Background: an optimization exercise with open tools, aiming at small area, a short achievable clock period and few clock cycles per item. Do not read the settings as production practice.
RTL that was checked went through simulation tests only; none was proved equivalent to the original.
For run 1, only the layout was checked, not whether the RTL still works.
Power is estimated from default activity; no workload was simulated.

==> flow/design.v (outline; a module is shown in full before it is edited, if it fits) <==
// module classifierTop: 1897 lines
module classifierTop (
    input  wire                   i_clk100,
    input  wire                   i_rstN,
    input  wire cnnPkg::camBus_t  i_cam,
    input  wire                   i_start,
    input  wire                   i_cfgWr,
    input  wire [4-1:0] i_cfgAddr,
    input  wire [15:0]            i_cfgData,
    output logic                  o_busy,
    output logic                  o_done,
    output cnnPkg::score_t        o_score,
    output logic                  o_led
);
  // ...
==> flow/flow/run.sh <==
#!/bin/bash
set -euo pipefail
bash standard.sh SETUP_SLACK_MARGIN=6.7 finish > standard.log 2>&1
==> flow/standard.sh <==
#!/bin/bash
# synth_recipe.tcl (not shown) runs the flow's synth.tcl, then flattens the netlist and writes it again
# the make line also repeats each setting of config.mk as NAME=value (left out here)
make -C /OpenROAD-flow-scripts/flow DESIGN_CONFIG=/design/flow/config.mk WORK_HOME=/design/flow/orfs CLKGATE_MAP_FILE= SYNTH_SCRIPT=/design/flow/synth_recipe.tcl "${@:-finish}"
==> flow/config.mk <==
export PLATFORM = sky130hd
export DESIGN_NAME = classifierTop
export DESIGN_NICKNAME = classifierTop
export VERILOG_FILES = /design/flow/design.v
export SDC_FILE = /design/flow/constraint.sdc
export NUM_CORES = 4
export LEC_CHECK = 0
export CAP_MARGIN = 20
export CORE_MARGIN = 2
export CORE_UTILIZATION = 40
export SLEW_MARGIN = 20
==> flow/constraint.sdc <==
create_clock -name core_clock -period 10.0 [get_ports {i_clk100}]
set_input_delay 2.0000 -clock core_clock [delete_from_list [all_inputs] [get_ports {i_clk100}]]
set_output_delay 2.0000 -clock core_clock [all_outputs]
set_load 0.01 [all_outputs]
==> flow_metrics.env, run 1 <==
export IMPL_multi_input_area_um2=16600
export IMPL_portBuffers=68
export IMPL_fillers=7395
export IMPL_rows=105
export IMPL_cts_buffer_depth=3
export IMPL_final_cell_mix="inv_1, fa_1, dfxtp_1"
export IMPL_syn_area_um2=33100
export IMPL_finalSetupViolCount=0
export IMPL_avgSynthCellArea_um2=12.2
export IMPL_synth_cells=2708
export IMPL_p_int_uw=8110
export IMPL_regMostFlops="lb"
export IMPL_final_cells=3974
export IMPL_routed_wirelength_um=82900
export IMPL_yosysWarnings=4
export IMPL_reg2reg_slack_ns=6.57
export IMPL_worst_setup_path_start_kind="flop"
export IMPL_grt_max_degree=81
export IMPL_dr_wl_met3_um=3400
export IMPL_multi_input_area_share_pct=42.7
export IMPL_inverters=372
export IMPL_p_per_area_nw_per_um2=354
export IMPL_clock_area_share_pct=6.04
export IMPL_gp_congestion=0.898
export IMPL_run_status="timing/DRC/antenna clean"
export IMPL_synth_async_reset_ratio_pct=22.8
export IMPL_p_comb_uw=6850
export IMPL_whs_ns=0.324
export IMPL_ys_seq_area_share_pct=46.6
export IMPL_cts_resized=101
export IMPL_synthXorXnorAreaFrac_pct=2.43
export IMPL_route_top_layer_used="met4"
export IMPL_fin_ws_ns=6.57
export IMPL_n_sequential_cell=622
export IMPL_max_clock_freq_mhz=291
export IMPL_slew_headroom_pct=23.7
export IMPL_nonClkBufAreaFrac_pct=4.29
export IMPL_hold_path_end="cs1[0]$_DFF_P_"
==> run 2, diff against run 1 <==
--- a/flow/design.v
+++ b/flow/design.v
@@ -1381,80 +1381,64 @@
     assign ad_s_19 = ad_p0_19 ^ ad_g5_18;
     assign accSum = {ad_s_19, ad_s_18, ad_s_17, ad_s_16, ad_s_15, ad_s_14, ad_s_13, ad_s_12, ad_s_11, ad_s_10, ad_s_9, ad_s_8, ad_s_7, ad_s_6, ad_s_5, ad_s_4, ad_s_3, ad_s_2, ad_s_1, ad_s_0};
     assign accNext = accSum;
     always_ff @(posedge i_clk100) begin
         if (tCV) acc[tCCol[2]] <= accNext;
     end
     logic [2:0]  fcSt;          
     logic [1:0]  featQ;
-    logic        fcLast, scInit;
-    logic [1:0]  dg;            
-    logic        neg;
+    logic        fcLast, scInit, scAdd, scFirst;
+    logic        s1, s2, neg;   
     logic [15:0] fv;            
     logic [23:0] P;
-    wire  [23:0] pSum0, pSum1, pNext;
+    wire  [23:0] pFour = {P[21:0], 1'b0, neg};    
+    wire  [23:0] pRow, pNext;
     logic signed [26:0] score;
     wire  [7:0]  wQ   = fcW[featQ];
     wire  [1:0]  qD   = {tCRow[2], tCCol[2]};
     wire  [7:0]  wD   = fcW[qD];
-    wire pp_1, pp_2, pp_3, pp_4, pp_5, pp_6, pp_7, pp_8;
-    wire pp_9, pp_10, pp_11, pp_12, pp_13, pp_14, pp_15, pp_16;
-    wire pp_17, pp_18, pp_19, pp_20, pp_21, pp_22, pp_23, pp_24;
-    wire pp_25, pp_26, pp_27, pp_28, pp_29, pp_30, pp_31, pp_32;
-    wire pp_33, pp_34, pp_35, pp_36, pp_37, pp_38, pp_39, pp_40;
-    wire pp_41, pp_42, pp_43, pp_44, pp_45, pp_46;
-    assign pp_1 = ((dg[1] & fv[0]) ^ neg) ^ (dg[0] & fv[1]);
-    assign pp_2 = ((dg[1] & fv[0]) ^ neg) & (dg[0] & fv[1]);
-    assign pp_3 = P[0] ^ ((dg[1] & fv[1]) ^ neg) ^ (dg[0] & fv[2]);
-    assign pp_4 = (P[0] & ((dg[1] & fv[1]) ^ neg)) | (P[0] & (dg[0] & fv[2])) | (((dg[1] & fv[1]) ^ neg) & (dg[0] & fv[2]));
-    assign pp_5 = P[1] ^ ((dg[1] & fv[2]) ^ neg) ^ (dg[0] & fv[3]);
-    assign pp_6 = (P[1] & ((dg[1] & fv[2]) ^ neg)) | (P[1] & (dg[0] & fv[3])) | (((dg[1] & fv[2]) ^ neg) & (dg[0] & fv[3]));
-    assign pp_7 = P[2] ^ ((dg[1] & fv[3]) ^ neg) ^ (dg[0] & fv[4]);
-    assign pp_8 = (P[2] & ((dg[1] & fv[3]) ^ neg)) | (P[2] & (dg[0] & fv[4])) | (((dg[1] & fv[3]) ^ neg) & (dg[0] & fv[4]));
-    assign pp_9 = P[3] ^ ((dg[1] & fv[4]) ^ neg) ^ (dg[0] & fv[5]);
-    assign pp_10 = (P[3] & ((dg[1] & fv[4]) ^ neg)) | (P[3] & (dg[0] & fv[5])) | (((dg[1] & fv[4]) ^ neg) & (dg[0] & fv[5]));
-    assign pp_11 = P[4] ^ ((dg[1] & fv[5]) ^ neg) ^ (dg[0] & fv[6]);
-    assign pp_12 = (P[4] & ((dg[1] & fv[5]) ^ neg)) | (P[4] & (dg[0] & fv[6])) | (((dg[1] & fv[5]) ^ neg) & (dg[0] & fv[6]));
-    assign pp_13 = P[5] ^ ((dg[1] & fv[6]) ^ neg) ^ (dg[0] & fv[7]);
-    assign pp_14 = (P[5] & ((dg[1] & fv[6]) ^ neg)) | (P[5] & (dg[0] & fv[7])) | (((dg[1] & fv[6]) ^ neg) & (dg[0] & fv[7]));
-    assign pp_15 = P[6] ^ ((dg[1] & fv[7]) ^ neg) ^ (dg[0] & fv[8]);
-    assign pp_16 = (P[6] & ((dg[1] & fv[7]) ^ neg)) | (P[6] & (dg[0] & fv[8])) | (((dg[1] & fv[7]) ^ neg) & (dg[0] & fv[8]));
-    assign pp_17 = P[7] ^ ((dg[1] & fv[8]) ^ neg) ^ (dg[0] & fv[9]);
-    assign pp_18 = (P[7] & ((dg[1] & fv[8]) ^ neg)) | (P[7] & (dg[0] & fv[9])) | (((dg[1] & fv[8]) ^ neg) & (dg[0] & fv[9]));
-    assign pp_19 = P[8] ^ ((dg[1] & fv[9]) ^ neg) ^ (dg[0] & fv[10]);
-    assign pp_20 = (P[8] & ((dg[1] & fv[9]) ^ neg)) | (P[8] & (dg[0] & fv[10])) | (((dg[1] & fv[9]) ^ neg) & (dg[0] & fv[10]));
-    assign pp_21 = P[9] ^ ((dg[1] & fv[10]) ^ neg) ^ (dg[0] & fv[11]);
-    assign pp_22 = (P[9] & ((dg[1] & fv[10]) ^ neg)) | (P[9] & (dg[0] & fv[11])) | (((dg[1] & fv[10]) ^ neg) & (dg[0] & fv[11]));
-    assign pp_23 = P[10] ^ ((dg[1] & fv[11]) ^ neg) ^ (dg[0] & fv[12]);
-    assign pp_24 = (P[10] & ((dg[1] & fv[11]) ^ neg)) | (P[10] & (dg[0] & fv[12])) | (((dg[1] & fv[11]) ^ neg) & (dg[0] & fv[12]));
-    assign pp_25 = P[11] ^ ((dg[1] & fv[12]) ^ neg) ^ (dg[0] & fv[13]);
-    assign pp_26 = (P[11] & ((dg[1] & fv[12]) ^ neg)) | (P[11] & (dg[0] & fv[13])) | (((dg[1] & fv[12]) ^ neg) & (dg[0] & fv[13]));
-    assign pp_27 = P[12] ^ ((dg[1] & fv[13]) ^ neg) ^ (dg[0] & fv[14]);
-    assign pp_28 = (P[12] & ((dg[1] & fv[13]) ^ neg)) | (P[12] & (dg[0] & fv[14])) | (((dg[1] & fv[13]) ^ neg) & (dg[0] & fv[14]));
-    assign pp_29 = P[13] ^ ((dg[1] & fv[14]) ^ neg) ^ (dg[0] & fv[15]);
-    assign pp_30 = (P[13] & ((dg[1] & fv[14]) ^ neg)) | (P[13] & (dg[0] & fv[15])) | (((dg[1] & fv[14]) ^ neg) & (dg[0] & fv[15]));
-    assign pp_31 = P[14] ^ ((dg[1] & fv[15]) ^ neg);
-    assign pp_32 = P[14] & ((dg[1] & fv[15]) ^ neg);
-    assign pp_33 = P[15] ^ neg;
-    assign pp_34 = P[15] & neg;
-    assign pp_35 = P[16] ^ neg;
-    assign pp_36 = P[16] & neg;
-    assign pp_37 = P[17] ^ neg;
-    assign pp_38 = P[17] & neg;
-    assign pp_39 = P[18] ^ neg;
-    assign pp_40 = P[18] & neg;
-    assign pp_41 = P[19] ^ neg;
-    assign pp_42 = P[19] & neg;
-    assign pp_43 = P[20] ^ neg;
-    assign pp_44 = P[20] & neg;
-    assign pp_45 = P[21] ^ neg;
-    assign pp_46 = P[21] & neg;
-    assign pSum0 = {pp_45, pp_43, pp_41, pp_39, pp_37, pp_35, pp_33, pp_31, pp_29, pp_27, pp_25, pp_23, pp_21, pp_19, pp_17, pp_15, pp_13, pp_11, pp_9, pp_7, pp_5, pp_3, pp_1, (dg[0] & fv[0])};
-    assign pSum1 = {pp_44, pp_42, pp_40, pp_38, pp_36, pp_34, pp_32, pp_30, pp_28, pp_26, pp_24, pp_22, pp_20, pp_18, pp_16, pp_14, pp_12, pp_10, pp_8, pp_6, pp_4, pp_2, neg, 1'b0};
+    function automatic logic [2:0] booth(input logic [2:0] b);
+        booth[0] = b[1] ^ b[0];                                         
+        booth[1] = (b[2] & !b[1] & !b[0]) | (!b[2] & b[1] & b[0]);      
+        booth[2] = b[2] & !(b[1] & b[0]);                               
+    endfunction
+    logic [2:0] bD, bNext;
+    assign bD = booth(wD[7:5]);
+    always_comb begin
+        case (fcSt)
+            3'd1:    bNext = booth(wQ[5:3]);
+            3'd2:    bNext = booth(wQ[3:1]);
+            default: bNext = booth({wQ[1:0], 1'b0});
+        endcase
+    end
+    assign pRow[0] = ((s1 & fv[0]) | 1'b0) ^ neg;
+    assign pRow[1] = ((s1 & fv[1]) | (s2 & fv[0])) ^ neg;
+    assign pRow[2] = ((s1 & fv[2]) | (s2 & fv[1])) ^ neg;
+    assign pRow[3] = ((s1 & fv[3]) | (s2 & fv[2])) ^ neg;
+    assign pRow[4] = ((s1 & fv[4]) | (s2 & fv[3])) ^ neg;
+    assign pRow[5] = ((s1 & fv[5]) | (s2 & fv[4])) ^ neg;
+    assign pRow[6] = ((s1 & fv[6]) | (s2 & fv[5])) ^ neg;
+    assign pRow[7] = ((s1 & fv[7]) | (s2 & fv[6])) ^ neg;
+    assign pRow[8] = ((s1 & fv[8]) | (s2 & fv[7])) ^ neg;
+    assign pRow[9] = ((s1 & fv[9]) | (s2 & fv[8])) ^ neg;
+    assign pRow[10] = ((s1 & fv[10]) | (s2 & fv[9])) ^ neg;
+    assign pRow[11] = ((s1 & fv[11]) | (s2 & fv[10])) ^ neg;
+    assign pRow[12] = ((s1 & fv[12]) | (s2 & fv[11])) ^ neg;
+    assign pRow[13] = ((s1 & fv[13]) | (s2 & fv[12])) ^ neg;
+    assign pRow[14] = ((s1 & fv[14]) | (s2 & fv[13])) ^ neg;
+    assign pRow[15] = ((s1 & fv[15]) | (s2 & fv[14])) ^ neg;
+    assign pRow[16] = (1'b0 | (s2 & fv[15])) ^ neg;
+    assign pRow[17] = neg;
+    assign pRow[18] = neg;
+    assign pRow[19] = neg;
+    assign pRow[20] = neg;
+    assign pRow[21] = neg;
+    assign pRow[22] = neg;
+    assign pRow[23] = neg;
     wire ap_g0_0, ap_p0_0, ap_g0_1, ap_p0_1, ap_g0_2, ap_p0_2, ap_g0_3, ap_p0_3;
     wire ap_g0_4, ap_p0_4, ap_g0_5, ap_p0_5, ap_g0_6, ap_p0_6, ap_g0_7, ap_p0_7;
     wire ap_g0_8, ap_p0_8, ap_g0_9, ap_p0_9, ap_g0_10, ap_p0_10, ap_g0_11, ap_p0_11;
     wire ap_g0_12, ap_p0_12, ap_g0_13, ap_p0_13, ap_g0_14, ap_p0_14, ap_g0_15, ap_p0_15;
     wire ap_g0_16, ap_p0_16, ap_g0_17, ap_p0_17, ap_g0_18, ap_p0_18, ap_g0_19, ap_p0_19;
     wire ap_g0_20, ap_p0_20, ap_g0_21, ap_p0_21, ap_g0_22, ap_p0_22, ap_g0_23, ap_p0_23;
     wire ap_g1_1, ap_p1_1, ap_g1_3, ap_p1_3, ap_g1_5, ap_p1_5, ap_g1_7, ap_p1_7;
     wire ap_g1_9, ap_p1_9, ap_g1_11, ap_p1_11, ap_g1_13, ap_p1_13, ap_g1_15, ap_p1_15;
@@ -1467,64 +1451,64 @@
     wire ap_g3_20, ap_p3_20, ap_g3_21, ap_p3_21, ap_g3_22, ap_p3_22, ap_g3_23, ap_p3_23;
     wire ap_g4_8, ap_p4_8, ap_g4_9, ap_p4_9, ap_g4_10, ap_p4_10, ap_g4_11, ap_p4_11;
     wire ap_g4_12, ap_p4_12, ap_g4_13, ap_p4_13, ap_g4_14, ap_p4_14, ap_g4_15, ap_p4_15;
     wire ap_g5_16, ap_p5_16, ap_g5_17, ap_p5_17, ap_g5_18, ap_p5_18, ap_g5_19, ap_p5_19;
     wire ap_g5_20, ap_p5_20, ap_g5_21, ap_p5_21, ap_g5_22, ap_p5_22, ap_g5_23, ap_p5_23;
     wire ap_s_0, ap_s_1, ap_s_2, ap_s_3, ap_s_4, ap_s_5, ap_s_6, ap_s_7;
     wire ap_s_8, ap_s_9, ap_s_10, ap_s_11, ap_s_12, ap_s_13, ap_s_14, ap_s_15;
     wire ap_s_16, ap_s_17, ap_s_18, ap_s_19, ap_s_20, ap_s_21, ap_s_22, ap_s_23;
-    assign ap_g0_0 = pSum0[0] & pSum1[0];
-    assign ap_p0_0 = pSum0[0] ^ pSum1[0];
-    assign ap_g0_1 = pSum0[1] & pSum1[1];
-    assign ap_p0_1 = pSum0[1] ^ pSum1[1];
-    assign ap_g0_2 = pSum0[2] & pSum1[2];
-    assign ap_p0_2 = pSum0[2] ^ pSum1[2];
-    assign ap_g0_3 = pSum0[3] & pSum1[3];
-    assign ap_p0_3 = pSum0[3] ^ pSum1[3];
-    assign ap_g0_4 = pSum0[4] & pSum1[4];
-    assign ap_p0_4 = pSum0[4] ^ pSum1[4];
-    assign ap_g0_5 = pSum0[5] & pSum1[5];
-    assign ap_p0_5 = pSum0[5] ^ pSum1[5];
-    assign ap_g0_6 = pSum0[6] & pSum1[6];
-    assign ap_p0_6 = pSum0[6] ^ pSum1[6];
-    assign ap_g0_7 = pSum0[7] & pSum1[7];
-    assign ap_p0_7 = pSum0[7] ^ pSum1[7];
-    assign ap_g0_8 = pSum0[8] & pSum1[8];
-    assign ap_p0_8 = pSum0[8] ^ pSum1[8];
-    assign ap_g0_9 = pSum0[9] & pSum1[9];
-    assign ap_p0_9 = pSum0[9] ^ pSum1[9];
-    assign ap_g0_10 = pSum0[10] & pSum1[10];
-    assign ap_p0_10 = pSum0[10] ^ pSum1[10];
-    assign ap_g0_11 = pSum0[11] & pSum1[11];
-    assign ap_p0_11 = pSum0[11] ^ pSum1[11];
-    assign ap_g0_12 = pSum0[12] & pSum1[12];
-    assign ap_p0_12 = pSum0[12] ^ pSum1[12];
-    assign ap_g0_13 = pSum0[13] & pSum1[13];
-    assign ap_p0_13 = pSum0[13] ^ pSum1[13];
-    assign ap_g0_14 = pSum0[14] & pSum1[14];
-    assign ap_p0_14 = pSum0[14] ^ pSum1[14];
-    assign ap_g0_15 = pSum0[15] & pSum1[15];
-    assign ap_p0_15 = pSum0[15] ^ pSum1[15];
-    assign ap_g0_16 = pSum0[16] & pSum1[16];
-    assign ap_p0_16 = pSum0[16] ^ pSum1[16];
-    assign ap_g0_17 = pSum0[17] & pSum1[17];
-    assign ap_p0_17 = pSum0[17] ^ pSum1[17];
-    assign ap_g0_18 = pSum0[18] & pSum1[18];
-    assign ap_p0_18 = pSum0[18] ^ pSum1[18];
-    assign ap_g0_19 = pSum0[19] & pSum1[19];
-    assign ap_p0_19 = pSum0[19] ^ pSum1[19];
-    assign ap_g0_20 = pSum0[20] & pSum1[20];
-    assign ap_p0_20 = pSum0[20] ^ pSum1[20];
-    assign ap_g0_21 = pSum0[21] & pSum1[21];
-    assign ap_p0_21 = pSum0[21] ^ pSum1[21];
-    assign ap_g0_22 = pSum0[22] & pSum1[22];
-    assign ap_p0_22 = pSum0[22] ^ pSum1[22];
-    assign ap_g0_23 = pSum0[23] & pSum1[23];
-    assign ap_p0_23 = pSum0[23] ^ pSum1[23];
+    assign ap_g0_0 = pFour[0] & pRow[0];
+    assign ap_p0_0 = pFour[0] ^ pRow[0];
+    assign ap_g0_1 = pFour[1] & pRow[1];
+    assign ap_p0_1 = pFour[1] ^ pRow[1];
+    assign ap_g0_2 = pFour[2] & pRow[2];
+    assign ap_p0_2 = pFour[2] ^ pRow[2];
+    assign ap_g0_3 = pFour[3] & pRow[3];
+    assign ap_p0_3 = pFour[3] ^ pRow[3];
+    assign ap_g0_4 = pFour[4] & pRow[4];
+    assign ap_p0_4 = pFour[4] ^ pRow[4];
+    assign ap_g0_5 = pFour[5] & pRow[5];
+    assign ap_p0_5 = pFour[5] ^ pRow[5];
+    assign ap_g0_6 = pFour[6] & pRow[6];
+    assign ap_p0_6 = pFour[6] ^ pRow[6];
+    assign ap_g0_7 = pFour[7] & pRow[7];
+    assign ap_p0_7 = pFour[7] ^ pRow[7];
+    assign ap_g0_8 = pFour[8] & pRow[8];
+    assign ap_p0_8 = pFour[8] ^ pRow[8];
+    assign ap_g0_9 = pFour[9] & pRow[9];
+    assign ap_p0_9 = pFour[9] ^ pRow[9];
+    assign ap_g0_10 = pFour[10] & pRow[10];
+    assign ap_p0_10 = pFour[10] ^ pRow[10];
+    assign ap_g0_11 = pFour[11] & pRow[11];
+    assign ap_p0_11 = pFour[11] ^ pRow[11];
+    assign ap_g0_12 = pFour[12] & pRow[12];
+    assign ap_p0_12 = pFour[12] ^ pRow[12];
+    assign ap_g0_13 = pFour[13] & pRow[13];
+    assign ap_p0_13 = pFour[13] ^ pRow[13];
+    assign ap_g0_14 = pFour[14] & pRow[14];
+    assign ap_p0_14 = pFour[14] ^ pRow[14];
+    assign ap_g0_15 = pFour[15] & pRow[15];
+    assign ap_p0_15 = pFour[15] ^ pRow[15];
+    assign ap_g0_16 = pFour[16] & pRow[16];
+    assign ap_p0_16 = pFour[16] ^ pRow[16];
+    assign ap_g0_17 = pFour[17] & pRow[17];
+    assign ap_p0_17 = pFour[17] ^ pRow[17];
+    assign ap_g0_18 = pFour[18] & pRow[18];
+    assign ap_p0_18 = pFour[18] ^ pRow[18];
+    assign ap_g0_19 = pFour[19] & pRow[19];
+    assign ap_p0_19 = pFour[19] ^ pRow[19];
+    assign ap_g0_20 = pFour[20] & pRow[20];
+    assign ap_p0_20 = pFour[20] ^ pRow[20];
+    assign ap_g0_21 = pFour[21] & pRow[21];
+    assign ap_p0_21 = pFour[21] ^ pRow[21];
+    assign ap_g0_22 = pFour[22] & pRow[22];
+    assign ap_p0_22 = pFour[22] ^ pRow[22];
+    assign ap_g0_23 = pFour[23] & pRow[23];
+    assign ap_p0_23 = pFour[23] ^ pRow[23];
     assign ap_g1_1 = ap_g0_1 | (ap_p0_1 & ap_g0_0);
     assign ap_p1_1 = ap_p0_1 & ap_p0_0;
     assign ap_g1_3 = ap_g0_3 | (ap_p0_3 & ap_g0_2);
     assign ap_p1_3 = ap_p0_3 & ap_p0_2;
     assign ap_g1_5 = ap_g0_5 | (ap_p0_5 & ap_g0_4);
     assign ap_p1_5 = ap_p0_5 & ap_p0_4;
     assign ap_g1_7 = ap_g0_7 | (ap_p0_7 & ap_g0_6);
     assign ap_p1_7 = ap_p0_7 & ap_p0_6;
@@ -1647,48 +1631,44 @@
     assign ap_s_20 = ap_p0_20 ^ ap_g5_19;
     assign ap_s_21 = ap_p0_21 ^ ap_g5_20;
     assign ap_s_22 = ap_p0_22 ^ ap_g5_21;
     assign ap_s_23 = ap_p0_23 ^ ap_g5_22;
     assign pNext = {ap_s_23, ap_s_22, ap_s_21, ap_s_20, ap_s_19, ap_s_18, ap_s_17, ap_s_16, ap_s_15, ap_s_14, ap_s_13, ap_s_12, ap_s_11, ap_s_10, ap_s_9, ap_s_8, ap_s_7, ap_s_6, ap_s_5, ap_s_4, ap_s_3, ap_s_2, ap_s_1, ap_s_0};
     always_ff @(posedge i_clk100 or negedge i_rstN) begin
         if (!i_rstN) begin
             fcSt  <= '0;
+            scAdd <= 1'b0;
             doneR <= 1'b0;
         end else begin
             doneR <= (fcSt == 3'd5) && fcLast;
+            scAdd <= fcSt == 3'd4;
             if (tCV && lastQ)
                 fcSt <= 3'd1;
             else if (fcSt == 3'd5)
                 fcSt <= 3'd0;
             else if (fcSt != 3'd0)
                 fcSt <= fcSt + 3'd1;
         end
     end
     always_ff @(posedge i_clk100) begin
+        scFirst <= (fcSt == 3'd4) && scInit;
         if (tCV && lastQ) begin
             featQ  <= qD;
             fcLast <= qD == 2'd3;
             scInit <= qD == 2'd0;
-            dg     <= wD[7:6];
-            neg    <= 1'b1;
+            {neg, s2, s1} <= bD;
             fv     <= accNext[19:4];
             P      <= '0;
         end else begin
-            neg <= 1'b0;
-            case (fcSt)
-                3'd1:    dg <= wQ[5:4];
-                3'd2:    dg <= wQ[3:2];
-                default: dg <= wQ[1:0];
-            endcase
+            {neg, s2, s1} <= bNext;
             if (fcSt >= 3'd1 && fcSt <= 3'd4) P <= pNext;
         end
     end
-    wire        scAdd  = fcSt == 3'd5;
-    wire [26:0] scBase = (scAdd && scInit) ? 27'($signed(bias)) : score;
+    wire [26:0] scBase = scFirst ? 27'($signed(bias)) : score;
     wire [26:0] scP    = scAdd ? {{3{P[23]}}, P} : 27'd0;
     wire [26:0] scSum;
     wire as_g0_0, as_p0_0, as_g0_1, as_p0_1, as_g0_2, as_p0_2, as_g0_3, as_p0_3;
     wire as_g0_4, as_p0_4, as_g0_5, as_p0_5, as_g0_6, as_p0_6, as_g0_7, as_p0_7;
     wire as_g0_8, as_p0_8, as_g0_9, as_p0_9, as_g0_10, as_p0_10, as_g0_11, as_p0_11;
     wire as_g0_12, as_p0_12, as_g0_13, as_p0_13, as_g0_14, as_p0_14, as_g0_15, as_p0_15;
     wire as_g0_16, as_p0_16, as_g0_17, as_p0_17, as_g0_18, as_p0_18, as_g0_19, as_p0_19;
     wire as_g0_20, as_p0_20, as_g0_21, as_p0_21, as_g0_22, as_p0_22, as_g0_23, as_p0_23;
==> flow/config.mk (replaced) <==
export PLATFORM = sky130hd
export DESIGN_NAME = classifierTop
export DESIGN_NICKNAME = classifierTop
export VERILOG_FILES = /design/flow/design.v
export SDC_FILE = /design/flow/constraint.sdc
export NUM_CORES = 4
export LEC_CHECK = 0
export CAP_MARGIN = 20
export CORE_MARGIN = 2
export CORE_UTILIZATION = 40
export CTS_BUF_LIST = sky130_fd_sc_hd__clkbuf_8
export CTS_CLUSTER_SIZE = 30
export SLEW_MARGIN = 20
==> flow_metrics.env, run 2 <==
export IMPL_run_status="timing/DRC/antenna clean"
export IMPL_dieArea_um2=85000
export IMPL_top_regs="lb: 152 flops, aR: 107 flops, kern: 72 flops"
export IMPL_avgSynthCellArea_um2=12.2
export IMPL_portBuffers=68
export IMPL_fin_crit_sh_pct=33.0
export IMPL_r2r_end="convR[5]$_SDFF_PP0_"
export IMPL_drt_pass1_iter_count=6
export IMPL_slew_headroom_pct=29.1
export IMPL_hold_path_class="flop to flop"
export IMPL_syn_area_um2=33100
export IMPL_grt_pass1_vias=21900
export IMPL_setup_tns_final_ns=0
export IMPL_grt_max_degree=90
export IMPL_largest_reg_flops=152
export IMPL_path_buf_inv=2
export IMPL_hold_path_end="tCCol[2]$_DFF_P_"
export IMPL_cts_sinks=624
export IMPL_crit_path_top_delay_cell="dfxtp_4"
export IMPL_routedWlPerCell_um=20.3
export IMPL_synthFlopType="dfxtp_1"
export IMPL_yosys_area_top_type="edfxtp_1"
export IMPL_routed_via_count=20600
export IMPL_ys_seq_area_share_pct=46.7
export IMPL_finalSetupViolCount=0
export IMPL_crit_top_cell="buf_6"
export IMPL_final_cell_mix="inv_1, fa_1, dfxtp_1"
export IMPL_htree_levels=3
export IMPL_cts_hold_buf=0
export IMPL_drtIter0Drc=1689
export IMPL_start_util_pct=40.4
export IMPL_worst_setup_path_start_kind="flop"
export IMPL_fin_nets=3285
export IMPL_ys_ff_latch=624
export IMPL_slew_viol_final=0
export IMPL_max_clock_freq_mhz=303
export IMPL_critPathMaxFanout=7
export IMPL_path_clk_slew_ns=0.06
export IMPL_synth_top_cell_area_share_pct=20.5
export IMPL_overflow=0
export IMPL_synth_most_common_cell="inv_1"
export IMPL_die_h_um=292
export IMPL_ant_nets=0
export IMPL_io_pins=69
export IMPL_reg2reg_slack_ns=6.74
export IMPL_grt_setup_unrepaired="yes"
export IMPL_synth_async_reset_ratio_pct=22.9
export IMPL_pre_cts_ws_ns=4.92
export IMPL_root_buffer="clkbuf_8"
export IMPL_remaining_drc_errors=0
export IMPL_gp_congestion=0.871
export IMPL_cts_tree="yes"
export IMPL_fin_ws_ns=6.70
export IMPL_clock_latency_ns=0.72
export IMPL_routed_wirelength_um=81000
export IMPL_cts_buffer_depth=3
export IMPL_fillers=7458
export IMPL_dp_hpwl_um=58100
export IMPL_mostFrequentLayoutCell="inv_1"
export IMPL_min_period_ns=3.30
export IMPL_vdd_drop_max_uv=209
export IMPL_regMostFlops="lb"
export IMPL_crit_required_ns=8.00
export IMPL_p_per_area_nw_per_um2=367
export IMPL_worstPathArrival_ns=1.30
export IMPL_synth_cells=2706
export IMPL_endpoint_kind="output pin"
export IMPL_grt_usage_pct=19.1
export IMPL_rows=105
export IMPL_worst_pin_slew_ns=1.06
export IMPL_syn_to_final_growth_pct=13.7
export IMPL_maxCapViolations=0
export IMPL_coreArea_um2=82000
export IMPL_grt_antenna_before_repair=2
export IMPL_grt_pass1_wl_um=125000
export IMPL_critical_path_class="flop to output pin"
export IMPL_rr_worst_depth=13
export IMPL_hold_viol=0
export IMPL_path_cells="buf_6 -> buf_6"
export IMPL_rr_startpoint="cs0[0]$_DFF_P_"
export IMPL_worstHoldPathCells=0
export IMPL_max_stage_delay_ns=0.36
export IMPL_yosys_top_cells_area="edfxtp_1, fa_1, dfxtp_1"
export IMPL_die_w_um=292
export IMPL_finalPower_uw=13800
export IMPL_viasPerCell=5.16
export IMPL_cp_top_family="flip-flops"
export IMPL_min_from="tBCol[2]$_DFF_P_"
export IMPL_yosysWarnings=4
export IMPL_ys_types=67
export IMPL_skew_ns=0.0637
export IMPL_synthTopCellsByCount="inv_1, fa_1, dfxtp_1"
export IMPL_synth_edf_count=226
export IMPL_power_leakage_uw=0.0166
export IMPL_cts_buffers=102
export IMPL_syn_nets=3162
export IMPL_drive_gt1_share_pct=18.1
run 2: cell types whose count changed after synthesis, sizes merged, moves of 8 or more:
cell	previous run	this run
o21a	6	17
nor3	27	14
nand2	195	148
nand3	86	94
and3	155	146
o21ai	21	53
buf	13	32
a22oi	0	15
a21oi	72	60
nor2	77	87
fa	311	297
nand2b	5	13
and2	71	61
run 2: area by class of cell:
type                       instances  area [um^2]  area share, %
clock inverter                    70          527           1.40
multi-input combinational       1602        16000           42.4
tap                             1070         1340           3.56
sequential                       624        15500           41.2
clock buffer                     122         1680           4.46
inverter                         366         1370           3.65
antenna                            1         2.50        0.00665
timing repair buffer             133         1240           3.29
run 2: where the power goes:
part | leakage [uW] | internal, uW | total (uW) | switching, uW
Combinational | 0.00942 | 3060 | 7140 | 4080
Sequential | 0.00596 | 3680 | 4340 | 658
Clock | 0.00125 | 1280 | 2350 | 1070
Total | 0.0166 | 8020 | 13800 | 5810
run 2: how the worst max path moves through the flow:
stage / startpoint / to / cells after the start / slack (ns)
6_report: score[26]$_DFF_P_ / o_score[29] / 2 / 6.70
3_5_place_dp: i_cam[8] / lb[18][4]$_DFFE_PP_ / 5 / 4.92
3_3_place_gp: i_cam[8] / lb[16][4]$_DFFE_PP_ / 5 / 5.02
5_1_grt: cs0[3]$_DFF_P_ / convR[3]$_SDFF_PP0_ / 12 / 6.60
2_1_floorplan: i_cam[8] / lb[0][0]$_DFFE_PP_ / 5 / 6.08
4_1_cts: score[26]$_DFF_P_ / o_score[29] / 2 / 6.60
run 2: timing repair:
action	CTS	global route
gates resized for setup	175	37
setup endpoints to repair	364	224
gates cloned	6	1
pin swaps	5	19
buffers inserted	14	36
run 2: worst reg2reg max path: cells and delay by family (launching register included):
kind / cells / cell delay (ns)
compound gates: 6 / 1.20
buf+inv: 1 / 0.09
xor+xnor: 1 / 0.28
fa+ha+maj: 3 / 0.83
simple gates: 2 / 0.36
flops: 1 / 0.34
run 2: cells by family (layout without fill, tap and decap cells):
| group | after synthesis | in the layout | synth area share, % |
|---|---|---|---|
| AOI/OAI and AO/OA | 240 | 240 | 4.71 |
| xor gates and xnor gates | 92 | 92 | 2.43 |
| adders and majority gates | 422 | 422 | 22.7 |
| buffers and inverters | 483 | 691 | 5.65 |
| DFF | 624 | 624 | 46.7 |
| muxes | 240 | 240 | 8.42 |
| other | 0 | 1 | 0 |
| and+or+nand+nor | 605 | 608 | 9.35 |
run 2: through the flow:
stage	area (um^2)	utilization [%]	hold slack (ns)	std cells
finish	37600	45.9	0.328	3988
global placement	34800	42.4	0.311	3738
detailed placement	34800	42.4	0.312	3738
floorplan	33200	-	0.310	2706
CTS	37100	45.3	0.330	3950
global route	37600	45.9	0.333	3988
run 2: metal layers:
layer  routed length (um)  part of all wire (%)  global-route usage (%)  up-vias
li1                     -                     -                       -     9305
met1                34800                    43                    25.4    10400
met2                38800                    48                    31.5      643
met3                 4230                   5.2                    2.95      217
met4                 3180                   3.9                    7.48        2
met5                   12                 0.015                       0        -
Testbench counts of run 2, summed over its fixed seeds: cycles 39,099, tiles 192.
==> run 3, diff against run 2 <==
--- a/flow/config.mk
+++ b/flow/config.mk
@@ -5,9 +5,8 @@
 export SDC_FILE = /design/flow/constraint.sdc
 export NUM_CORES = 4
 export LEC_CHECK = 0
+export ABC_AREA = 1
 export CAP_MARGIN = 20
 export CORE_MARGIN = 2
 export CORE_UTILIZATION = 40
-export CTS_BUF_LIST = sky130_fd_sc_hd__clkbuf_8
-export CTS_CLUSTER_SIZE = 30
 export SLEW_MARGIN = 20
==> flow_metrics.env, run 3 <==
export IMPL_run_status="timing/DRC/antenna clean"
export IMPL_ys_seq_area_share_pct=46.5
export IMPL_routedWlPerCell_um=17.4
export IMPL_p_per_area_nw_per_um2=203
export IMPL_largest_reg_flops=152
export IMPL_num_antenna_cells=0
export IMPL_final_cell_mix="nand2_1, inv_1, fa_1"
export IMPL_p_sw_share_pct=32.1
export IMPL_fin_nets=3981
export IMPL_path_clk_slew_ns=0.06
export IMPL_drtIter0Drc=1647
export IMPL_dp_hpwl_um=60900
export IMPL_power_clock_fraction_pct=32.9
export IMPL_grt_pass1_wl_um=126000
export IMPL_remaining_drc_errors=0
export IMPL_power_frac_comb_pct=25.9
export IMPL_yosys_area_top_type="edfxtp_1"
export IMPL_grt_max_degree=86
export IMPL_worst_pin_slew_ns=0.969
export IMPL_vdd_drop_max_uv=137
export IMPL_p_int_uw=5210
export IMPL_synth_cells=3425
export IMPL_drive_gt1_share_pct=6.45
export IMPL_fillers=7826
export IMPL_worstPathArrival_ns=3.73
export IMPL_cts_hold_buf=0
export IMPL_cts_sinks=624
export IMPL_die_h_um=293
export IMPL_grt_pass1_vias=22100
export IMPL_hold_path_class="flop to flop"
export IMPL_routed_via_count=22300
export IMPL_start_util_pct=40.5
export IMPL_reg2reg_slack_ns=6.74
export IMPL_regArea_um2=15500
export IMPL_coreArea_um2=82200
export IMPL_io_pins=69
export IMPL_pwr_share_seq_pct=41.2
export IMPL_synth_async_reset_ratio_pct=22.9
export IMPL_r2r_end="aR[3]$_DFF_P_"
export IMPL_finalSetupViolCount=0
export IMPL_die_w_um=293
export IMPL_slew_headroom_pct=35.1
export IMPL_grt_antenna_before_repair=0
export IMPL_mostFrequentLayoutCell="nand2_1"
export IMPL_whs_ns=0.323
export IMPL_stdcell_area_um2=37700
export IMPL_grt_setup_unrepaired="yes"
export IMPL_grt_usage_pct=19.2
export IMPL_skew_ns=0.0332
export IMPL_gp_congestion=0.947
export IMPL_path_cells="buf_4 -> nand3_1 -> fa_1 -> inv_1 -> fa_1 -> inv_2 -> fa_1 -> inv_1 -> fa_1"
export IMPL_cts_tree="yes"
export IMPL_worstHoldPathCells=0
export IMPL_overflow=0
export IMPL_portBuffers=68
export IMPL_worst_setup_path_start_kind="flop"
export IMPL_endpoint_kind="flop"
export IMPL_drt_pass1_iter_count=6
export IMPL_min_period_ns=3.26
export IMPL_rows=105
export IMPL_syn_area_um2=33300
export IMPL_hold_path_end="tBRow[0]$_DFF_P_"
export IMPL_power_leakage_uw=0.0179
export IMPL_routed_wirelength_um=81000
export IMPL_viasPerCell=4.79
export IMPL_synthTopCellsByCount="nand2_1, inv_1, fa_1"
export IMPL_syn_to_final_growth_pct=13.3
export IMPL_synth_most_common_cell="nand2_1"
export IMPL_ant_nets=0
export IMPL_setup_tns_final_ns=0
export IMPL_max_stage_delay_ns=0.60
export IMPL_p_sw_uw=2460
export IMPL_cp_top_family="adder cells"
export IMPL_yosys_top_cells_area="edfxtp_1, fa_1, dfxtp_1"
export IMPL_regMostFlops="lb"
export IMPL_critPathMaxFanout=5
export IMPL_hold_viol=0
export IMPL_top_regs="lb: 152 flops, aR: 107 flops, kern: 72 flops"
export IMPL_clock_latency_ns=0.63
export IMPL_cp_depth=9
export IMPL_root_buffer="clkbuf_16"
export IMPL_crit_path_top_delay_cell="fa_1"
export IMPL_crit_required_ns=10.47
export IMPL_crit_top_cell="fa_1"
export IMPL_cts_buffer_depth=3
export IMPL_ys_types=47
export IMPL_finalPower_uw=7670
export IMPL_rr_startpoint="mUse[1]$_DFFE_PN_"
export IMPL_min_from="tARow[0]$_DFF_P_"
export IMPL_maxCapViolations=0
export IMPL_synthFlopType="dfxtp_1"
export IMPL_path_buf_inv=4
export IMPL_fin_crit_sh_pct=32.6
export IMPL_dieArea_um2=85600
export IMPL_synth_edf_count=226
export IMPL_dp_cells=4494
export IMPL_dpl_instance_area_um2=35100
export IMPL_htree_levels=3
export IMPL_ys_ff_latch=624
export IMPL_multi_input_area_um2=15000
export IMPL_rr_worst_depth=9
export IMPL_synth_top_cell_area_share_pct=20.4
export IMPL_cts_buffers=69
export IMPL_syn_nets=3881
export IMPL_yosysWarnings=4
export IMPL_final_cells=4651
export IMPL_critical_path_class="flop to flop"
export IMPL_avgSynthCellArea_um2=9.72
export IMPL_max_clock_freq_mhz=307
export IMPL_slew_viol_final=0
[run 3: cells by family (layout without fill, tap and decap cells)]
logic type	count (synthesis)	after routing	synth area share [%]
and+or+nand+nor	1179	1183	14.2
DFF	624	624	46.5
adders and majority gates	422	422	22.6
buffers and inverters	772	924	8.92
AOI/OAI and AO/OA	351	351	5.74
xor gates and xnor gates	56	56	1.47
muxes	21	21	0.706
[run 3: how the worst max path moves through the flow]
stage | from | endpoint
4_1_cts | score[26]$_DFF_P_ | o_score[27]
6_report | mUse[1]$_DFFE_PN_ | aR[3]$_DFF_P_
5_1_grt | mUse[1]$_DFFE_PN_ | aR[3]$_DFF_P_
3_5_place_dp | i_cam[8] | lb[18][2]$_DFFE_PP_
2_1_floorplan | i_cam[8] | lb[0][0]$_DFFE_PP_
3_3_place_gp | i_cam[8] | lb[10][2]$_DFFE_PP_
[run 3: power by group through the flow]
stage / sequential (uW) / clock [uW] / combinational, uW
after CTS: 3160 / 2580 / 2000
after floorplan: 3140 / 0 / 1470
after global placement: 3210 / 0 / 1950
final: 3160 / 2520 / 1990
after global routing: 3190 / 2680 / 2350
after detailed placement: 3210 / 0 / 1990
[run 3: repair_timing]
action	4_1_cts	5_1_grt
setup buffers	9	13
pin swaps	2	10
endpoints found under the hold margin	0	0
gates resized for setup	71	38
endpoints found under the setup margin	266	126
gates cloned	7	0
[run 3: through the flow]
step	worst slack [ns]	utilization (%)
finish	6.74	45.9
global route	6.61	45.9
CTS	6.70	45.7
detailed placement	4.56	42.7
global placement	4.68	42.6
floorplan	6.63	-
[run 3: cell type report]
class | count | area share [%]
Inverter | 693 | 6.94
Multi-Input combinational cell | 2033 | 39.8
Clock buffer | 97 | 5.16
Timing Repair Buffer | 103 | 2.68
Sequential cell | 624 | 41.0
Tap cell | 1070 | 3.55
Timing Repair inverter | 1 | 0.0199
Clock inverter | 30 | 0.832
[run 3: worst register-to-register path, delay by kind of cell (launching register included)]
family	cells	cell delay, ns
buffers and inverters	4	0.36
DFF	1	0.47
and+or+nand+nor	1	0.10
adders and majority gates	4	2.20
[run 3: layer usage]
metal	track usage (%)	share of wire [%]	vias to the layer above
li1	-	-	10800
met4	6.99	3.8	0
met3	3.70	5.8	153
met1	26.1	44	10800
met2	30.8	46	553
met5	0	0	-
==> run 4, diff against run 3 <==
--- a/flow/config.mk
+++ b/flow/config.mk
@@ -5,7 +5,6 @@
 export SDC_FILE = /design/flow/constraint.sdc
 export NUM_CORES = 4
 export LEC_CHECK = 0
-export ABC_AREA = 1
 export CAP_MARGIN = 20
 export CORE_MARGIN = 2
 export CORE_UTILIZATION = 40
==> flow_metrics.env, run 4 <==
export IMPL_synthFlopType="dfxtp_1"
export IMPL_io_pins=69
export IMPL_yosys_area_top_type="edfxtp_1"
export IMPL_rows=105
export IMPL_worst_pin_slew_ns=1.07
export IMPL_regArea_um2=15500
export IMPL_final_cells=3929
export IMPL_synthAdderAreaFrac_pct=22.7
export IMPL_ant_nets=0
export IMPL_grt_max_degree=90
export IMPL_synth_async_reset_ratio_pct=22.9
export IMPL_fin_nets=3257
export IMPL_routed_via_count=20400
export IMPL_synth_cells=2706
export IMPL_drtIter0Drc=1650
export IMPL_worst_setup_path_start_kind="flop"
export IMPL_start_util_pct=40.4
export IMPL_yosys_area_share_simple_pct=9.35
export IMPL_finalPower_uw=14200
export IMPL_fin_crit_sh_pct=32.5
export IMPL_path_cells="dlygate4sd2_1"
export IMPL_dpl_instance_area_um2=34800
export IMPL_slew_viol_final=0
export IMPL_endpoint_kind="output pin"
export IMPL_die_w_um=292
export IMPL_routedWlPerCell_um=20.6
export IMPL_ys_ff_latch=624
export IMPL_hold_viol=0
export IMPL_ys_seq_area_share_pct=46.7
export IMPL_crit_path_top_delay_cell="dfxtp_1"
export IMPL_synthTopCellsByCount="inv_1, fa_1, dfxtp_1"
export IMPL_viasPerCell=5.18
export IMPL_min_period_ns=3.25
export IMPL_synth_most_common_cell="inv_1"
export IMPL_yosys_top_cells_area="edfxtp_1, fa_1, dfxtp_1"
export IMPL_skew_ns=0.0689
export IMPL_multi_input_area_um2=16000
export IMPL_grt_setup_unrepaired="yes"
export IMPL_syn_area_um2=33100
export IMPL_cts_sinks=624
export IMPL_num_antenna_cells=0
export IMPL_grt_pass1_wl_um=125000
export IMPL_run_status="timing/DRC/antenna clean"
export IMPL_stdcell_area_um2=38200
export IMPL_dieArea_um2=85000
export IMPL_synth_edf_count=226
export IMPL_critPathMaxFanout=2
export IMPL_remaining_drc_errors=0
export IMPL_muxShareOfSynthArea_pct=8.42
export IMPL_root_buffer="clkbuf_16"
export IMPL_setup_tns_final_ns=0
export IMPL_dp_cells=3738
export IMPL_finalSetupViolCount=0
export IMPL_synth_top_cell_area_share_pct=20.5
export IMPL_gp_congestion=0.871
export IMPL_cts_buffers=70
export IMPL_path_buf_inv=1
export IMPL_routed_wirelength_um=81000
export IMPL_drive_gt1_share_pct=16.1
export IMPL_min_from="tBRow[2]$_DFF_P_"
export IMPL_cp_top_family="flip-flops"
export IMPL_portBuffers=68
export IMPL_synth_compound_area_share_pct=4.71
export IMPL_regMostFlops="lb"
export IMPL_max_stage_delay_ns=0.34
export IMPL_mostFrequentLayoutCell="inv_1"
export IMPL_coreArea_um2=82000
export IMPL_largest_reg_flops=152
export IMPL_fillers=7397
export IMPL_critical_path_class="flop to output pin"
export IMPL_grt_usage_pct=19.2
export IMPL_cts_buffer_depth=3
export IMPL_grt_antenna_before_repair=2
export IMPL_synthXorXnorAreaFrac_pct=2.43
export IMPL_ys_types=67
export IMPL_path_clk_slew_ns=0.06
export IMPL_die_h_um=292
export IMPL_drt_pass1_iter_count=6
export IMPL_p_per_area_nw_per_um2=373
export IMPL_slew_headroom_pct=28.7
export IMPL_cts_tree="yes"
export IMPL_yosysWarnings=4
export IMPL_max_clock_freq_mhz=307
export IMPL_dp_hpwl_um=58100
export IMPL_whs_ns=0.327
export IMPL_final_cell_mix="inv_1, fa_1, dfxtp_1"
export IMPL_rr_startpoint="mUse[2]$_DFFE_PN_"
export IMPL_grt_pass1_vias=21700
export IMPL_top_regs="lb: 152 flops, aR: 107 flops, kern: 72 flops"
export IMPL_clock_latency_ns=0.65
export IMPL_syn_to_final_growth_pct=15.4
export IMPL_avgSynthCellArea_um2=12.2
export IMPL_synth_top_family_by_area="adder cells"
export IMPL_overflow=0
export IMPL_hold_path_class="flop to flop"
export IMPL_crit_required_ns=8.00
export IMPL_worstPathArrival_ns=1.25
export IMPL_htree_levels=3
export IMPL_critPathLaunch="score[11]$_DFF_P_"
export IMPL_vdd_drop_max_uv=204
export IMPL_power_leakage_uw=0.0167
export IMPL_maxCapViolations=0
export IMPL_syn_nets=3162
-- run 4: cell count changes in the layout (fill, tap and decap cells not counted), sizes merged, moves of 21 or more --
| cell | previous run | this run |
|---|---|---|
| and2 | 3 | 61 |
| and3 | 2 | 146 |
| buf | 34 | 67 |
| inv | 696 | 370 |
| mux2 | 20 | 205 |
| mux2i | 1 | 26 |
| nand2 | 758 | 148 |
| nand3 | 69 | 94 |
| nand4 | 24 | 3 |
| nor2 | 294 | 87 |
| o21ai | 226 | 53 |
| xnor2 | 17 | 60 |
-- run 4: routing by layer --
layer  part of all wire, %  up-vias  track usage [%]  wire, um
met2                    48      647             31.8     38900
met4                   4.3        2             7.92      3500
li1                      -     9216                -         -
met3                   5.4      210             2.74      4370
met5                 0.015        -                0        12
met1                    42    10300             25.3     34200
-- run 4: power breakdown --
| part | internal (uW) | switching [uW] | leakage, uW |
|---|---|---|---|
| Sequential | 3680 | 658 | 0.00596 |
| Combinational | 3110 | 4060 | 0.00948 |
| Clock | 1610 | 1110 | 0.00123 |
-- run 4: cells by family after synthesis --
family                   Yosys count
adder cells (fa/ha/maj)          422
flip-flops                       624
AND/OR/NAND/NOR                  605
buffers and inverters            483
multiplexers                     240
AO/OA/AOI/OAI                    240
XOR/XNOR                          92
-- run 4: final timing paths --
kind	endpoint	cells after the start	slack (ns)
max	o_score[11]	1	6.75
max in group asynchronous	kern[8][1]$_DFFE_PN0P_	2	7.13
min in group asynchronous	bias[15]$_DFFE_PN0P_	1	1.40
min	tCRow[2]$_DFF_P_	0	0.33
max reg2reg	aR[8]$_DFF_P_	9	6.75
min reg2reg	tCRow[2]$_DFF_P_	0	0.33
-- run 4: what timing repair did --
action                                  4_1_cts  5_1_grt
endpoints found under the setup margin      381       96
cloned                                        7        1
gates resized for setup                      80       56
pin swaps                                     6       21
hold buffers                                  0        0
buffers inserted                             18       35
-- run 4: layout make-up --
| type | instances | area share [%] |
|---|---|---|
| timing repair buffer | 137 | 3.81 |
| tap | 1070 | 3.51 |
| multi-input combinational | 1602 | 41.9 |
| clock buffer | 106 | 5.67 |
| clock inverter | 24 | 0.934 |
| sequential | 624 | 40.6 |
| inverter | 366 | 3.60 |
-- run 4: stage by stage --
step | setup WS [ns] | util (%)
2_1_floorplan | 6.08 | -
3_3_place_gp | 5.02 | 42.4
3_5_place_dp | 4.92 | 42.4
4_1_cts | 6.70 | 46.0
5_1_grt | 6.65 | 46.6
6_report | 6.75 | 46.6
==> run 5, diff against run 4 <==
--- a/flow/config.mk
+++ b/flow/config.mk
@@ -7,5 +7,6 @@
 export LEC_CHECK = 0
 export CAP_MARGIN = 20
 export CORE_MARGIN = 2
-export CORE_UTILIZATION = 40
+export CORE_UTILIZATION = 60
+export PLACE_DENSITY = 0.75
 export SLEW_MARGIN = 20
==> flow_metrics.env, run 5 <==
export IMPL_coreArea_um2=54800
export IMPL_ant_nets=0
export IMPL_routed_via_count=20600
export IMPL_endpoint_kind="flop"
export IMPL_grt_pass1_vias=22000
export IMPL_rows=86
export IMPL_r2r_end="aR[8]$_DFF_P_"
export IMPL_clock_latency_ns=0.64
export IMPL_hold_path_end="cs1[0]$_DFF_P_"
export IMPL_die_h_um=239
export IMPL_mostFrequentLayoutCell="inv_1"
export IMPL_reg2reg_slack_ns=6.74
export IMPL_final_cell_mix="inv_1, fa_1, dfxtp_1"
export IMPL_skew_ns=0.0418
export IMPL_finalPower_uw=14200
export IMPL_synth_edf_count=226
export IMPL_root_buffer="clkbuf_16"
export IMPL_worstPathArrival_ns=3.76
export IMPL_rr_startpoint="mUse[2]$_DFFE_PN_"
export IMPL_fin_nets=3239
export IMPL_min_period_ns=3.26
export IMPL_dp_hpwl_um=54800
export IMPL_regMostFlops="lb"
export IMPL_crit_required_ns=10.50
export IMPL_worstHoldPathCells=0
export IMPL_cts_sinks=624
export IMPL_power_leakage_uw=0.0165
export IMPL_hold_viol=0
export IMPL_synth_top_cell_area_share_pct=20.5
export IMPL_syn_nets=3162
export IMPL_worst_pin_slew_ns=1.22
export IMPL_slew_viol_final=0
export IMPL_path_clk_slew_ns=0.07
export IMPL_ys_seq_area_share_pct=46.7
export IMPL_multi_input_area_um2=15900
export IMPL_drtIter0Drc=1419
export IMPL_min_from="aR[96]$_DFF_P_"
export IMPL_worst_setup_path_start_kind="flop"
export IMPL_grt_setup_unrepaired="yes"
export IMPL_grt_usage_pct=27.8
export IMPL_p_per_area_nw_per_um2=380
export IMPL_grt_max_degree=95
export IMPL_drt_pass1_iter_count=6
export IMPL_critPathMaxFanout=14
export IMPL_rr_worst_depth=9
export IMPL_fin_crit_sh_pct=32.6
export IMPL_setup_tns_final_ns=0
export IMPL_synth_async_reset_ratio_pct=22.9
export IMPL_die_w_um=239
export IMPL_top_regs="lb: 152 flops, aR: 107 flops, kern: 72 flops"
export IMPL_grt_pass1_wl_um=120000
export IMPL_finalSetupViolCount=0
export IMPL_gp_congestion=0.978
export IMPL_yosys_top_cells_area="edfxtp_1, fa_1, dfxtp_1"
export IMPL_synthFlopType="dfxtp_1"
export IMPL_final_core_util_pct=68.3
export IMPL_whs_ns=0.324
export IMPL_run_status="timing/DRC/antenna clean"
export IMPL_regArea_um2=15500
export IMPL_avgSynthCellArea_um2=12.2
export IMPL_synth_most_common_cell="inv_1"
export IMPL_io_pins=69
export IMPL_ys_ff_latch=624
export IMPL_drive_gt1_share_pct=15.1
export IMPL_remaining_drc_errors=0
export IMPL_synthTopCellsByCount="inv_1, fa_1, dfxtp_1"
export IMPL_largest_reg_flops=152
export IMPL_maxCapViolations=0
export IMPL_cts_buffers=68
export IMPL_fillers=3722
export IMPL_syn_area_um2=33100
export IMPL_synth_cells=2706
export IMPL_portBuffers=68
export IMPL_routedWlPerCell_um=21.9
export IMPL_ys_types=67
export IMPL_cts_buffer_depth=3
export IMPL_critical_path_class="flop to flop"
export IMPL_yosysWarnings=4
export IMPL_grt_antenna_before_repair=2
export IMPL_viasPerCell=5.82
export IMPL_hold_path_class="flop to flop"
export IMPL_max_clock_freq_mhz=307
export IMPL_dieArea_um2=57000
export IMPL_vdd_drop_max_uv=232
export IMPL_overflow=0
export IMPL_start_util_pct=60.4
export IMPL_cts_tree="yes"
export IMPL_yosys_area_top_type="edfxtp_1"
export IMPL_htree_levels=3
export IMPL_routed_wirelength_um=77600
export IMPL_slew_headroom_pct=18.3
export IMPL_syn_to_final_growth_pct=13.1
[run 5: cell types whose count changed in the layout (fill, tap and decap cells not counted), sizes merged, moves of 2 or more]
cell / previous run / this run
buf: 67 / 49
bufbuf: 4 / 6
bufinv: 3 / 8
clkbuf: 115 / 88
clkdlybuf4s15: 15 / 7
clkinv: 16 / 25
dlygate4sd2: 11 / 27
inv: 370 / 372
or2: 6 / 4
[run 5: cell type report]
type | count | area share (%)
Timing Repair Buffer | 123 | 3.48
Antenna cell | 1 | 0.00669
Clock inverter | 41 | 1.46
Tap cell | 704 | 2.35
Clock buffer | 85 | 5.08
Inverter | 366 | 3.67
Sequential cell | 624 | 41.4
Multi-Input combinational cell | 1600 | 42.6
[run 5: critical path, stage by stage, from the launching register on]
cell and delay (ns):
edfxtp_1 0.50, buf_6 0.21, and3_1 0.19, fa_1 0.55, inv_1 0.06, fa_1 0.47
inv_1 0.06, fa_1 0.57, inv_1 0.07, fa_1 0.46
[run 5: worst max path at each step]
stage	start	endpoint	slack, ns	depth (start not counted)
after global routing	s2$_DFF_P_	P[15]$_SDFFE_PP0P_	6.64	11
after floorplan	i_cam[8]	lb[0][0]$_DFFE_PP_	6.08	5
after global placement	i_cam[8]	lb[16][0]$_DFFE_PP_	4.65	6
final	mUse[2]$_DFFE_PN_	aR[8]$_DFF_P_	6.74	9
after CTS	tCCol[2]$_DFF_P_	acc[1][17]$_DFFE_PP_	6.67	13
after detailed placement	i_cam[8]	lb[16][5]$_DFFE_PP_	4.59	6
[run 5: what timing repair did]
action,4_1_cts,5_1_grt
endpoints found under the setup margin,374,75
pin swaps,3,16
gates resized for setup,65,36
hold buffers,0,0
cloned,7,0
hold endpoints to repair,0,0
buffers inserted,17,19
[run 5: through the flow]
stage	cells	instance area [um^2]	setup WS (ns)
after floorplan	2706	33200	6.08
after global placement	3372	34300	4.65
after detailed placement	3373	34300	4.59
after CTS	3523	37200	6.67
after global routing	3544	37400	6.64
final	3544	37400	6.74
[run 5: cell families after synthesis]
| family | after synthesis | synth area share, % |
|---|---|---|
| AOI/OAI and AO/OA | 240 | 4.71 |
| xor gates and xnor gates | 92 | 2.43 |
| adders and majority gates | 422 | 22.7 |
| buffers and inverters | 483 | 5.65 |
| DFF | 624 | 46.7 |
| muxes | 240 | 8.42 |
| and+or+nand+nor | 605 | 9.35 |
[run 5: layer usage]
| layer | share of wire [%] | wire length [um] | global-route usage (%) | up-vias |
|---|---|---|---|---|
| met2 | 49 | 37900 | 47.1 | 804 |
| met3 | 6.1 | 4770 | 4.83 | 250 |
| met5 | 0 | 0 | 0 | - |
| li1 | - | - | - | 9194 |
| met1 | 40 | 31000 | 35.3 | 10400 |
| met4 | 5.1 | 3980 | 12.7 | 0 |
[run 5: where the power goes]
group / internal (uW) / total, uW / switching, uW
logic: 3080 / 7140 / 4060
clock network: 1590 / 2690 / 1090
registers: 3680 / 4390 / 713
total: 8350 / 14200 / 5870

[what the ideal ports hide]
How much do the figures lean on ideal ports? The routed layouts below were timed once more, with nothing changed but the port constraints.
Step 1: set_driving_cell puts a clkbuf_16 on i_clk100 and a buf_2 on each other input, an assumption about the parent block.
Step 2 also shifts input and output timing later by t, the mid clock arrival at the registers, as if the neighbouring blocks saw the same clock.
Three values: no drivers, after step 1, after step 2; two values: the first two.
| run | t, ns | slack for setup (ns) | clock arrival spread, ns | worst register clock-pin slew, ns | worst data-port slew with drivers (ns) |
|---|---|---|---|---|---|
| run 1 | 0.671 | 6.569 / 6.569 / 6.178 | 0.037 / 0.037 | 0.07 / 0.07 | 0.05 |
| run 2 | 0.752 | 6.699 / 6.636 / 6.360 | 0.065 / 0.065 | 0.07 / 0.07 | 0.04 |
| run 3 | 0.677 | 6.738 / 6.698 / 6.146 | 0.033 / 0.034 | 0.07 / 0.07 | 0.09 |
| run 4 | 0.686 | 6.746 / 6.678 / 6.201 | 0.070 / 0.070 | 0.07 / 0.07 | 0.04 |
| run 5 | 0.679 | 6.737 / 6.685 / 6.187 | 0.043 / 0.042 | 0.07 / 0.07 | 0.09 |
After both steps every run listed still meets setup and hold. The setup slack of run 3, which loses most, moves by -0.040 ns with the drivers and by -0.592 ns with both steps.
